Background: an optimization exercise with open tools, aiming at small area and a short achievable clock period. Do not read the settings as production practice.
No run shown here included a check of the RTL's function; only the layout flow was run.
Power is estimated from default activity; no workload was simulated.

==> flow/design.v (outline; a module is shown in full before it is edited, if it fits) <==
// module conv_energy_tree: 1662 lines
// module conv_fa: 10 lines
// module conv_hac: 9 lines
// module conv_peak_detect: 115 lines
// module conv_energy_cmp: 26 lines
module conv_peak_detect
#(
  parameter int unsigned MAX_LEN = 8,
  parameter int unsigned IDX_W   = 4
) (
  input  logic                  clk,
  input  logic                  rst,
  input  logic                  in_valid,
  input  logic [2*conv_pkg::SAMPLE_W-1:0] in_data,
  output logic                  out_valid,
  output conv_pkg::energy_t        out_peak,
  output logic [IDX_W-1:0]      out_idx,
  output logic [IDX_W-1:0]      out_len,
  output logic                  out_ovf,
  output logic                  out_err
);
  // ...
==> flow/run.sh <==
#!/bin/bash
# synth_recipe.tcl (not shown) runs the flow's synth.tcl, then flattens the netlist and writes it again
# the make line also repeats each setting of config.mk as NAME=value (left out here)
make -C /OpenROAD-flow-scripts/flow DESIGN_CONFIG=/design/flow/config.mk WORK_HOME=/design/flow/orfs CLKGATE_MAP_FILE= SYNTH_SCRIPT=/design/flow/synth_recipe.tcl finish
==> flow/config.mk <==
export PLATFORM = sky130hd
export DESIGN_NAME = conv_peak_detect
export DESIGN_NICKNAME = conv_peak_detect
export VERILOG_FILES = /design/flow/design.v
export SDC_FILE = /design/flow/constraint.sdc
export NUM_CORES = 4
export LEC_CHECK = 0
export ABC_CLOCK_PERIOD_IN_PS = 4000
export CAP_MARGIN = 20
export CORE_MARGIN = 2
export CORE_UTILIZATION = 40
export PLACE_DENSITY = 0.6
export SETUP_SLACK_MARGIN = 3.5
export SLEW_MARGIN = 20
export SYNTH_HIERARCHICAL = 1
export SYNTH_MINIMUM_KEEP_SIZE = 0
==> flow/constraint.sdc <==
create_clock -name core_clock -period 7.5 [get_ports {clk}]
set_input_delay 1.5000 -clock core_clock [delete_from_list [all_inputs] [get_ports {clk}]]
set_output_delay 1.5000 -clock core_clock [all_outputs]
set_load 0.01 [all_outputs]
==> results.txt, run 1 <==
outcome finished clean; final WL 40800 µm; DP Wirelength 30400 µm; leading post-synthesis cells by cell area fa_1, dfxtp_1, edfxtp_1, ha_1, nand2_1; number of buffers created by CTS 26; first-pass GRT wire length 65700 µm; inverters 232; FF-to-FF path depth 7; clock power share 19.5%; DIE HEIGHT 213 µm; Hold Slack 326 ps; ANT cells 0; area of the multi-input gates 11000 µm²; Signal buf overhead 4.96%; DR WL/cell 18.1 µm; met3 wire len 2300 µm; internal power 3870 µW; r2r endpoint hs2_n[13]; Avg Vias per Cell 4.86; worst endpoint required time 7920 ps; share of the synthesized area in the top cell type 35.5%; fraction of area in multi-input gates 57.8%; RR Startpoint d1[32]; register bit count reported by yosys 205; clock buffers 32; residual DRC count 0; Netlist Area Pre-Place 17400 µm²; WP data arrival 4290 ps; Synth Area per Inst 10.4 µm²; Net Sw Frac 41.5%; I/O pin cnt 86; nonclk buf count 98; met3 usage 3.53%; count leader, synth fa_1; Hold Crit Depth 0; most used routing layer met2; WP depth 7; Die W 213 µm
==> inputs of run 2 (changes only) <==
--- a/flow/config.mk
+++ b/flow/config.mk
@@ -5,6 +5,7 @@
 export SDC_FILE = /design/flow/constraint.sdc
 export NUM_CORES = 4
 export LEC_CHECK = 0
+export ABC_AREA = 1
 export ABC_CLOCK_PERIOD_IN_PS = 4000
 export CAP_MARGIN = 20
 export CORE_MARGIN = 2
==> run 2 against run 1 <==
Effect of this change: core utilization is 0.87 points lower; die area is 3.1% higher; clock skew is 10 ps higher; power hardly changed; routed wire length is 3.1% higher; sequential power hardly changed; critical path type unchanged; largest power group unchanged; highest routed layer unchanged.
==> results.txt, run 2 <==
Final setup viols 0; clock power share 18.4% (-1.1 points); maximum clock frequency 259 MHz; DP Wirelength 31500 µm (+3.7%); Post-synth EDFFs 42; Leak Pwr 0.00850 µW; Psw 2860 µW; Top FF cell, synth dfxtp_1; Slew headroom 31.7%; Worst Path Max Fanout 19; Netlist Area Pre-Place 18000 µm² (+3.1%); most frequent cells after synthesis nand2_1, inv_1, fa_1; Post-Layout Inst Area 19100 µm²; crit start category flop; vias in the first global route 12400; Worst Setup Slack, final 3640 ps; clk slew on worst S/H paths 60 ps; I/O pin cnt 86 (unchanged); TritonRoute pass-1 iters 5; Die Footprint 46700 µm²; first-pass GRT wire length 67300 µm (+2.4%); clock tree buffer depth 3; maxcap violations 0; internal power 3750 µW (-3.2%); CP Capture Type flop; Yosys top cell by area fa_1; TNS Setup 0 ps; clk latency of the worst-skew pair 560 ps; largest net degree at the start of global routing 52; Mapped Cells 1869; DR WL/cell 17.2 µm (-5.1%); WS Path Type flop to flop; register bit count reported by yosys 205 (unchanged); Die W 216 µm (+1.5%); TritonCTS clock tree yes; Hold Path Class flop to flop; count leader, synth nand2_1; core area 44300 µm²; global-route usage over all layers 18.4%; most common cell after layout, fill and taps aside nand2_1; final setup skew 24.3 ps; logic gate share of total power 55.1%; worst endpoint required time 7930 ps (about the same); Layout area overhead 6.22%; Synth Area per Inst 9.63 µm² (-7.6%); residual DRC count 0 (unchanged); setup repair bufs after CTS 0; vias 11600; RePlAce Congestion 0.889; Initial Utilization 40.6%; ANT cells 0 (unchanged); final WL 42100 µm (+3.1%); Period minus WS final 3860 ps; largest registers d1: 36 flops, max_e: 36 flops, out_peak: 36 flops; final hold vios 0; part of the power in registers 26.5%; Ys Warns 7; PwrDens 346 nW/µm²; number of buffers created by CTS 25 (-3.8%); leading post-synthesis cells by cell area fa_1, dfxtp_1, nand2_1, edfxtp_1, inv_1; Net Sw Frac 43.3% (+1.8 points); Congestion Overflow GR 0; root buffer cell clkbuf_16; final period utilization 51.5%; total placed instance area 18300 µm²; sequential fraction of the synthesis area 25.1%; ys async rst share 0%; Setup WS pre-CTS 3320 ps; worst slew pin tran 1020 ps; Distinct cells, synth 44; Final #Nets 2277; WP data arrival 4290 ps (about the same); initial DRC count 814; IO Port Bufs 84; peak supply drop 0.197 mV; filler instances 4297; standard-cell rows 77; RSZ-0062 raised after global routing false; Pins Over Slew Limit 0; share of the synthesized area in the top cell type 34.4% (-1.1 points); TritonCTS Sinks 205; DRT antenna net count 0; DIE HEIGHT 216 µm (+1.5%); layout cells sized above 1 6.29%; initial antenna violation count 0; H-tree Lvls 1; most frequent cells in the layout nand2_1, inv_1, fa_1; Avg Vias per Cell 4.74 (-2.5%); Hold Slack 330 ps (+3.44 ps); outcome finished clean
[run 2: cell count changes after synthesis, sizes merged, moves of 5 or more]
cell	before	now
a21oi	48	86
nor2b	10	0
mux2i	46	0
xor2	12	19
nand2	291	518
buf	145	152
xnor2	16	9
and2	37	0
nor2	74	47
nand2b	38	0
inv	232	338
o21a	6	1
[run 2: critical path, stage by stage (launching register included)]
cell	delay (ps)
dfxtp_2	680
nand2_1	170
fa_1	530
fa_1	570
fa_1	440
fa_1	400
fa_1	520
fa_1	420
[run 2: power by group through the flow]
stage                     logic [µW]  registers (µW)  clock network [µW]
after floorplan                 3490            1650                   0
after global placement          3520            1770                   0
after detailed placement        3640            1780                   0
after CTS                       3650            1750                1250
after global routing            4210            1790                1300
final                           3650            1750                1210
[run 2: cell families after synthesis]
kind of cell	Yosys count	share of synthesized area (%)
other	4	0.0834
adder cells (fa/ha/maj)	397	40.5
AND/OR/NAND/NOR	600	13.2
flip-flops	205	25.1
XOR/XNOR	28	1.36
AO/OA/AOI/OAI	140	4.66
buffers and inverters	495	15.1
[run 2: layout make-up]
class                   count  area (µm²)  share of cell area [%]
clock buffers              33         696                    3.64
clock inverters            13         143                   0.746
flip-flops and latches    205        4550                    23.8
multi-input cells        1172       10800                    56.3
inverters                 338        1270                    6.64
well taps                 592         741                    3.87
repair buffers             99         948                    4.96
[run 2: metal layers]
layer | share of wire (%) | vias to the layer above | wire (µm) | global-route usage (%)
met5 | 0 | - | 0 | 0
met3 | 6.7 | 67 | 2810 | 3.83
li1 | - | 5431 | - | -
met1 | 45 | 5761 | 18800 | 25.2
met4 | 2.7 | 0 | 1150 | 4.89
met2 | 46 | 366 | 19300 | 29.9
[run 2: Yosys stat by module (local to each module, per instance)]
module | flops+latches | cells
conv_energy_cmp | 0 | 486
conv_hac | 0 | 5
conv_peak_detect | 205 | 413
conv_fa | 0 | 1
conv_energy_tree | 0 | 548
[run 2: path summary, 6_finish.rpt]
check / from / to / slack (ps) / depth (start not counted)
min: f1 / f2 / 330 / 0
max: d1[25] / hs2_n[12] / 3640 / 7
min reg2reg: f1 / f2 / 330 / 0
max reg2reg: d1[25] / hs2_n[12] / 3640 / 7
[run 2: stage by stage]
stage	util, %	total power [µW]	instances
floorplan	-	5140	1872
global placement	41.2	5290	2406
detailed placement	41.2	5420	2406
CTS	43.1	6660	2452
global route	43.1	7290	2452
finish	43.1	6610	2452
[run 2: repair_timing]
| action | 4_1_cts | 5_1_grt |
|---|---|---|
| hold buffers | 0 | 0 |
| cloned | 0 | 0 |
| resized for setup | 19 | 4 |
| endpoints found under the setup margin | 22 | 17 |
==> inputs of run 3 (changes only) <==
--- a/flow/config.mk
+++ b/flow/config.mk
@@ -5,11 +5,11 @@
 export SDC_FILE = /design/flow/constraint.sdc
 export NUM_CORES = 4
 export LEC_CHECK = 0
-export ABC_AREA = 1
 export ABC_CLOCK_PERIOD_IN_PS = 4000
 export CAP_MARGIN = 20
 export CORE_MARGIN = 2
 export CORE_UTILIZATION = 40
+export CTS_BUF_LIST = sky130_fd_sc_hd__clkbuf_4 sky130_fd_sc_hd__clkbuf_8
 export PLACE_DENSITY = 0.6
 export SETUP_SLACK_MARGIN = 3.5
 export SLEW_MARGIN = 20
==> run 3 against run 2 <==
Effect of this change: hold slack got worse by 4.0 ps; critical path depth did not move; die area fell by 3.0%; clock-buffer cell count rose by 25; core utilization rose by 0.97 points; via count fell by 4.3%; cell count fell by 6.9%; first-iteration DRC count fell by 25%; design area fell by 0.62%; still clean on timing, DRC and antenna; fmax fell by 0.67%; register-to-register slack got worse by 30 ps.
==> results.txt, run 3 <==
Synth Area per Inst 10.4 µm² (+8.2%); final period utilization 51.9% (+0.35 points); most frequent cells after synthesis fa_1, nand2_1, inv_1; Period minus WS final 3890 ps (+26.0 ps); share of the synthesized area in the top cell type 35.5% (+1.1 points); Die Footprint 45300 µm² (-3.0%); standard-cell rows 76 (-1.3%); Distinct cells, synth 53 (+20%); global-route usage over all layers 19.1% (+0.70 points); Mapped Cells 1675 (-10%); largest net degree at the start of global routing 51 (-1.9%); Slew headroom 34.5% (+2.8 points); Hold Slack 326 ps (-4.00 ps); outcome finished clean; sequential fraction of the synthesis area 25.9% (+0.79 points); Worst Path Max Fanout 19 (unchanged); Netlist Area Pre-Place 17400 µm² (-3.1%); TNS Setup 0 ps (unchanged); IO Port Bufs 84 (unchanged); WS Path Type flop to flop; Congestion Overflow GR 0 (unchanged); RR Startpoint d1[22]; Ys Warns 7 (unchanged); count leader, synth fa_1; maxcap violations 0 (unchanged); RSZ-0062 raised after global routing false; clock tree buffer depth 3 (unchanged); clk slew on worst S/H paths 60 ps (about the same); residual DRC count 0 (unchanged); Final setup viols 0 (unchanged); DP Wirelength 30400 µm (-3.5%); RePlAce Congestion 0.896 (+0.72%); Die W 213 µm (-1.5%); TritonRoute pass-1 iters 5 (unchanged); Avg Vias per Cell 4.87 (+2.7%); Pins Over Slew Limit 0 (unchanged); worst endpoint required time 7950 ps (+20 ps); DRT antenna net count 0 (unchanged); Layout area overhead 8.88%; leading post-synthesis cells by cell area fa_1, dfxtp_1, edfxtp_1, ha_1, nand2_1; vias in the first global route 12200 (-1.5%); core area 43100 µm² (-2.8%); final setup skew 26.5 ps (+2.18 ps); initial antenna violation count 1 (+1); FF-to-FF setup slack 3610 ps (-30 ps); r2r endpoint hs2_n[16]; crit start category flop; layout cells sized above 1 8.24% (+2.0 points); Initial Utilization 40.5% (-0.11 points); largest registers d1: 36 flops, max_e: 36 flops, out_peak: 36 flops; maximum clock frequency 257 MHz (-0.67%); clk latency of the worst-skew pair 590 ps (+30 ps); Top FF cell, synth dfxtp_1; DR WL/cell 18.0 µm (+5.0%); first-pass GRT wire length 66000 µm (-1.9%); DIE HEIGHT 213 µm (-1.5%); TritonCTS Sinks 205 (unchanged); Yosys top cell by area fa_1; H-tree Lvls 2 (+1); peak supply drop 0.131 mV (-34%); final hold vios 0 (unchanged); Worst Setup SP d1[22]; most frequent cells in the layout fa_1, nand2_1, inv_1; Final #Nets 2103 (-7.6%); Hold Path Class flop to flop; filler instances 4028 (-6.3%); CP Cell Sequence and2_1 -> fa_1 -> fa_1 -> fa_1 -> fa_1 -> fa_1 -> fa_1; initial DRC count 610 (-25%); Tot Pwr 6640 µW (+0.38%); CP dominant cell by count fa_1; root buffer cell clkbuf_8; Leak Pwr 0.00796 µW (-6.5%); final WL 41100 µm (-2.2%); CP Capture Type flop; vias 11100 (-4.3%); cell with the largest stage delay on the worst path dfxtp_1; slowest cell delay on critical path 630 ps (-50 ps); TritonCTS clock tree yes; register bit count reported by yosys 205 (unchanged); worst slew pin tran 982 ps (-41.0 ps); crit path capture hs2_n[16]; PwrDens 350 nW/µm² (+1.0%); FF-to-FF path depth 7 (unchanged); ys async rst share 0% (unchanged); Post-synth EDFFs 42 (unchanged); I/O pin cnt 86 (unchanged); setup repair bufs after CTS 0 (unchanged); WP data arrival 4340 ps (+50 ps); number of buffers created by CTS 40 (+60%); most common cell after layout, fill and taps aside fa_1; final core occ 44.1% (+0.97 points)
-- run 3: where the power goes --
part | switching [µW] | total [µW] | leakage [µW] | internal, µW
sequential | 256 | 1760 | 0.00174 | 1500
clock | 510 | 1310 | 0.000500 | 802
combinational | 1980 | 3570 | 0.00572 | 1590
total | 2750 | 6640 | 0.00796 | 3890
-- run 3: cells by family (layout without fill, tap and decap cells) --
| family | count (synthesis) | count (layout) | synth area share [%] |
|---|---|---|---|
| buf+inv | 383 | 403 | 11.3 |
| compound gates | 116 | 116 | 4.07 |
| mux | 47 | 47 | 2.70 |
| fa+ha+maj | 397 | 397 | 41.8 |
| xor+xnor | 28 | 28 | 1.41 |
| other cells | 4 | 8 | 0.0860 |
| simple gates | 495 | 495 | 12.7 |
| flops | 205 | 205 | 25.9 |
-- run 3: modules after synthesis, one instance, submodules excluded --
module / cell area [µm²] / flops+latches / cells / times used
conv_peak_detect: 5430 / 205 / 339 / 1
conv_energy_cmp: 2710 / 0 / 432 / 1
conv_energy_tree: 2530 / 0 / 482 / 1
conv_hac: 27.5 / 0 / 5 / 23
conv_fa: 20.0 / 0 / 1 / 307
-- run 3: layer usage --
| layer | part of all wire (%) | GRT usage (%) |
|---|---|---|
| met5 | 0 | 0 |
| met4 | 3.2 | 8.08 |
| met3 | 6.1 | 3.88 |
| met2 | 46 | 31.0 |
| met1 | 45 | 25.0 |
-- run 3: cell type report --
type / count / area, µm² / share of cell area [%]
clock inverter: 15 / 206 / 1.09
sequential: 205 / 4550 / 24.0
antenna: 1 / 2.50 / 0.0132
timing repair buffer: 98 / 941 / 4.95
multi-input combinational: 1090 / 11000 / 57.7
inverter: 232 / 871 / 4.58
clock buffer: 58 / 729 / 3.84
tap: 585 / 732 / 3.85
-- run 3: worst max-delay path, delay by kind of cell (launching register included) --
kind	cells	cell delay [ps]
simple gates	1	340
fa+ha+maj	6	2770
flops	1	630
-- run 3: worst min-delay path by stage --
| stage | startpoint | cells after the start | endpoint | slack (ps) |
|---|---|---|---|---|
| finish | f1 | 0 | f2 | 330 |
| global route | f1 | 0 | f2 | 340 |
| CTS | f1 | 0 | f2 | 330 |
| detailed placement | f1 | 0 | f2 | 310 |
| global placement | f1 | 0 | f2 | 320 |
| floorplan | f1 | 0 | f2 | 310 |
-- run 3: what timing repair did --
item / 4_1_cts / 5_1_grt
setup endpoints to repair: 23 / 50
hold buffers: 0 / 0
cloned: 0 / 0
resized for setup: 19 / 4
-- run 3: through the flow --
stage	instance area [µm²]	instances	worst slack (ps)
detailed placement	18000	2210	3290
global route	19000	2284	3520
finish	19000	2284	3610
floorplan	17500	1678	3860
global placement	18000	2210	3340
CTS	19000	2283	3500
==> inputs of run 4 (changes only) <==
==> flow/config.mk (replaced) <==
export PLATFORM = sky130hd
export DESIGN_NAME = conv_peak_detect
export DESIGN_NICKNAME = conv_peak_detect
export VERILOG_FILES = /design/flow/design.v
export SDC_FILE = /design/flow/constraint.sdc
export NUM_CORES = 4
export LEC_CHECK = 0
export ABC_CLOCK_PERIOD_IN_PS = 3300
export CAP_MARGIN = 20
export CORE_MARGIN = 2
export CORE_UTILIZATION = 40
export PLACE_DENSITY = 0.6
export SETUP_SLACK_MARGIN = 4.2
export SLEW_MARGIN = 20
export SYNTH_HIERARCHICAL = 1
export SYNTH_MINIMUM_KEEP_SIZE = 0
==> run 4 against run 3 <==
Effect of this change: die area did not move; combinational power rose by 9.5%; clock skew fell by 10 ps; first-iteration DRC count rose by 89%; non-clock buffer count rose by 127; cell count rose by 4.5%; fmax rose by 8.0%; critical path type unchanged; largest cell class unchanged; highest routed layer unchanged.
==> results.txt, run 4 <==
TritonCTS clock tree yes; count leader, synth fa_1; DP Wirelength 30100 µm (-0.82%); Die W 213 µm (unchanged); Synth Area per Inst 10.4 µm² (unchanged); most common cell after layout, fill and taps aside nand2_1; Distinct cells, synth 53 (unchanged); Ys Warns 7 (unchanged); clk slew on worst S/H paths 60 ps (about the same); crit start category flop; sequential fraction of the synthesis area 25.9% (unchanged); clock tree buffer depth 3 (unchanged); residual DRC count 0 (unchanged); Slew headroom 34.8% (+0.26 points); Final #Nets 2218 (+5.5%); worst endpoint required time 7920 ps (-30 ps); layout cells sized above 1 19.7% (+11 points); WS Path Type flop to flop; TritonCTS Sinks 205 (unchanged); initial DRC count 1153 (+89%); final WL 45200 µm (+9.8%); Congestion Overflow GR 0 (unchanged); Yosys top cell by area fa_1; number of buffers created by CTS 25 (-38%); Layout area overhead 18.4%; standard-cell rows 76 (unchanged); WP data arrival 4020 ps (-320 ps); Leak Pwr 0.00864 µW (+8.6%); Initial Utilization 40.5% (unchanged); Netlist Area Pre-Place 17400 µm² (unchanged); Pins Over Slew Limit 0 (unchanged); global-route usage over all layers 20.7% (+1.5 points); first-pass GRT wire length 70800 µm (+7.3%); maxcap violations 0 (unchanged); TNS Setup 0 ps (unchanged); H-tree Lvls 1 (-1); most frequent cells in the layout nand2_1, fa_1, inv_1; peak supply drop 0.206 mV (+58%); RSZ-0062 raised after global routing true; I/O pin cnt 86 (unchanged); Die Footprint 45300 µm² (unchanged); outcome finished clean; CP Capture Type flop; Final setup viols 0 (unchanged); leading post-synthesis cells by cell area fa_1, dfxtp_1, edfxtp_1, ha_1, nand2_1; largest registers d1: 36 flops, max_e: 36 flops, out_peak: 36 flops; root buffer cell clkbuf_16; register bit count reported by yosys 205 (unchanged); most frequent cells after synthesis fa_1, nand2_1, inv_1; Hold Path Class flop to flop; Mapped Cells 1675 (unchanged); vias in the first global route 12700 (+3.7%); core area 43100 µm² (unchanged); Period minus WS final 3600 ps (-288 ps); final hold vios 0 (unchanged); final period utilization 48.0% (-3.8 points); Avg Vias per Cell 4.91 (+0.72%); Top FF cell, synth dfxtp_1; ANT cells 0 (-1); final setup skew 16.0 ps (-10.5 ps); Post-synth EDFFs 42 (unchanged); TritonRoute pass-1 iters 6 (+1); worst slew pin tran 978 ps (-3.89 ps); Worst Path Max Fanout 5 (-14); clk latency of the worst-skew pair 540 ps (-50 ps); maximum clock frequency 278 MHz (+8.0%); Tot Pwr 6850 µW (+3.2%); DR WL/cell 18.9 µm (+5.1%); ys async rst share 0% (unchanged); DIE HEIGHT 213 µm (unchanged); vias 11700 (+5.2%); share of the synthesized area in the top cell type 35.5% (unchanged); IO Port Bufs 84 (unchanged); RePlAce Congestion 0.899 (+0.40%); PwrDens 332 nW/µm² (-5.1%); DRT antenna net count 0 (unchanged); largest net degree at the start of global routing 51 (unchanged); initial antenna violation count 1 (unchanged)
run 4: cell types whose count changed in the layout (fill, tap and decap cells not counted), moves of 18 or more:
cell	change
buf_12	+18
buf_4	+88
clkbuf_16	+25
clkbuf_8	-46
dfxtp_4	+24
fa_1	-78
fa_2	+78
run 4: Yosys stat by module (local to each module, per instance):
module | cell area [µm²] | flops+latches
conv_peak_detect | 5430 | 205
conv_energy_cmp | 2710 | 0
conv_energy_tree | 2530 | 0
conv_hac | 27.5 | 0
conv_fa | 20.0 | 0
run 4: worst paths after layout:
path / start / end / slack (ps) / cells past startpoint
worst max-delay path: d1[23] / hs2_n[8] / 3900 / 9
worst min-delay path: f1 / f2 / 330 / 0
worst max register to register: d1[23] / hs2_n[8] / 3900 / 9
worst min register to register: f1 / f2 / 330 / 0
run 4: what timing repair did:
| item | CTS | global route |
|---|---|---|
| hold buffers | 0 | 0 |
| endpoints found under the hold margin | 0 | 0 |
| cloned | 2 | 1 |
| pin swaps | 37 | 37 |
| endpoints found under the setup margin | 81 | 61 |
| resized for setup | 159 | 50 |
| setup buffers | 113 | 15 |
run 4: where the power goes:
part           total [µW]  internal, µW  switching, µW  leakage [µW]
Clock                1210           727            485      0.000401
Combinational        3910          1780           2130       0.00649
Sequential           1730          1500            235       0.00175
Total                6850          4000           2850       0.00864
run 4: cell type report:
class | instances | area, µm²
fillers | 3921 | 22400
multi-input cells | 1093 | 11400
flip-flops and latches | 205 | 4630
repair buffers | 225 | 2240
inverters | 232 | 871
well taps | 585 | 732
clock buffers | 31 | 658
clock inverters | 15 | 159
run 4: cells by family (layout without fill, tap and decap cells):
group                      after synthesis  count (layout)  share of synthesized area, %
AOI/OAI and AO/OA                      116             119                          4.07
buffers and inverters                  383             503                          11.3
xor gates and xnor gates                28              28                          1.41
and+or+nand+nor                        495             495                          12.7
muxes                                   47              47                          2.70
DFF                                    205             205                          25.9
adders and majority gates              397             397                          41.8
other                                    4               7                        0.0860
run 4: through the flow:
step                      hold WS (ps)  instance area (µm²)  std cells  utilization [%]  setup slack [ps]
after floorplan                    310                17600       1678                -              3920
after global placement             319                18100       2209             42.1              3410
after detailed placement           317                18100       2209             42.1              3320
after CTS                          333                20400       2370             47.3              3930
after global routing               337                20700       2386             48.0              3850
final                              329                20700       2386             48.0              3900
run 4: routing by layer:
layer  up-vias  part of all wire [%]  global-route usage (%)  routed length [µm]
met5         -                     0                       0                   0
met4         0                   3.6                    7.45                1610
met3        97                   7.0                    3.32                3170
met2       476                    47                    34.4               21200
met1      5841                    43                    27.3               19200
li1       5292                     -                       -                   -
run 4: worst max-delay path, cell delays in order (launching register included):
cell and delay [ps]:
dfxtp_4 360, buf_12 130, buf_12 100, nand2_4 40, fa_2 460, fa_2 570, fa_2 470, fa_2 370
fa_2 540, fa_2 420

separate check: timing with driven ports:
Ports are ideal in the flow. The routed layouts listed here were re-timed in OpenROAD. Step 1 (the two cells are an assumption about what drives the block):
set clk [get_ports {clk}]
set_driving_cell -lib_cell sky130_fd_sc_hd__clkbuf_16 $clk
set_driving_cell -lib_cell sky130_fd_sc_hd__buf_2 [delete_from_list [all_inputs] $clk]
Step 2 adds t to the input delays and takes it off the output delays; t is the mean of the earliest and latest rising clock arrival at the registers after step 1. Input paths then give back, and output paths get back, about the clock's delay inside the block. Three values: ideal, step 1, step 2; two values: the first two.
run | shift t [ns] | slack for setup (ns) | pins driven straight from the clock port
run 1 | 0.601 | 3.636 / 3.636 / 3.636 | 1
run 2 | 0.601 | 3.637 / 3.637 / 3.637 | 1
run 3 | 0.631 | 3.611 / 3.611 / 3.611 | 1
run 4 | 0.579 | 3.898 / 3.898 / 3.898 | 1
After both steps every run listed still meets setup and hold.
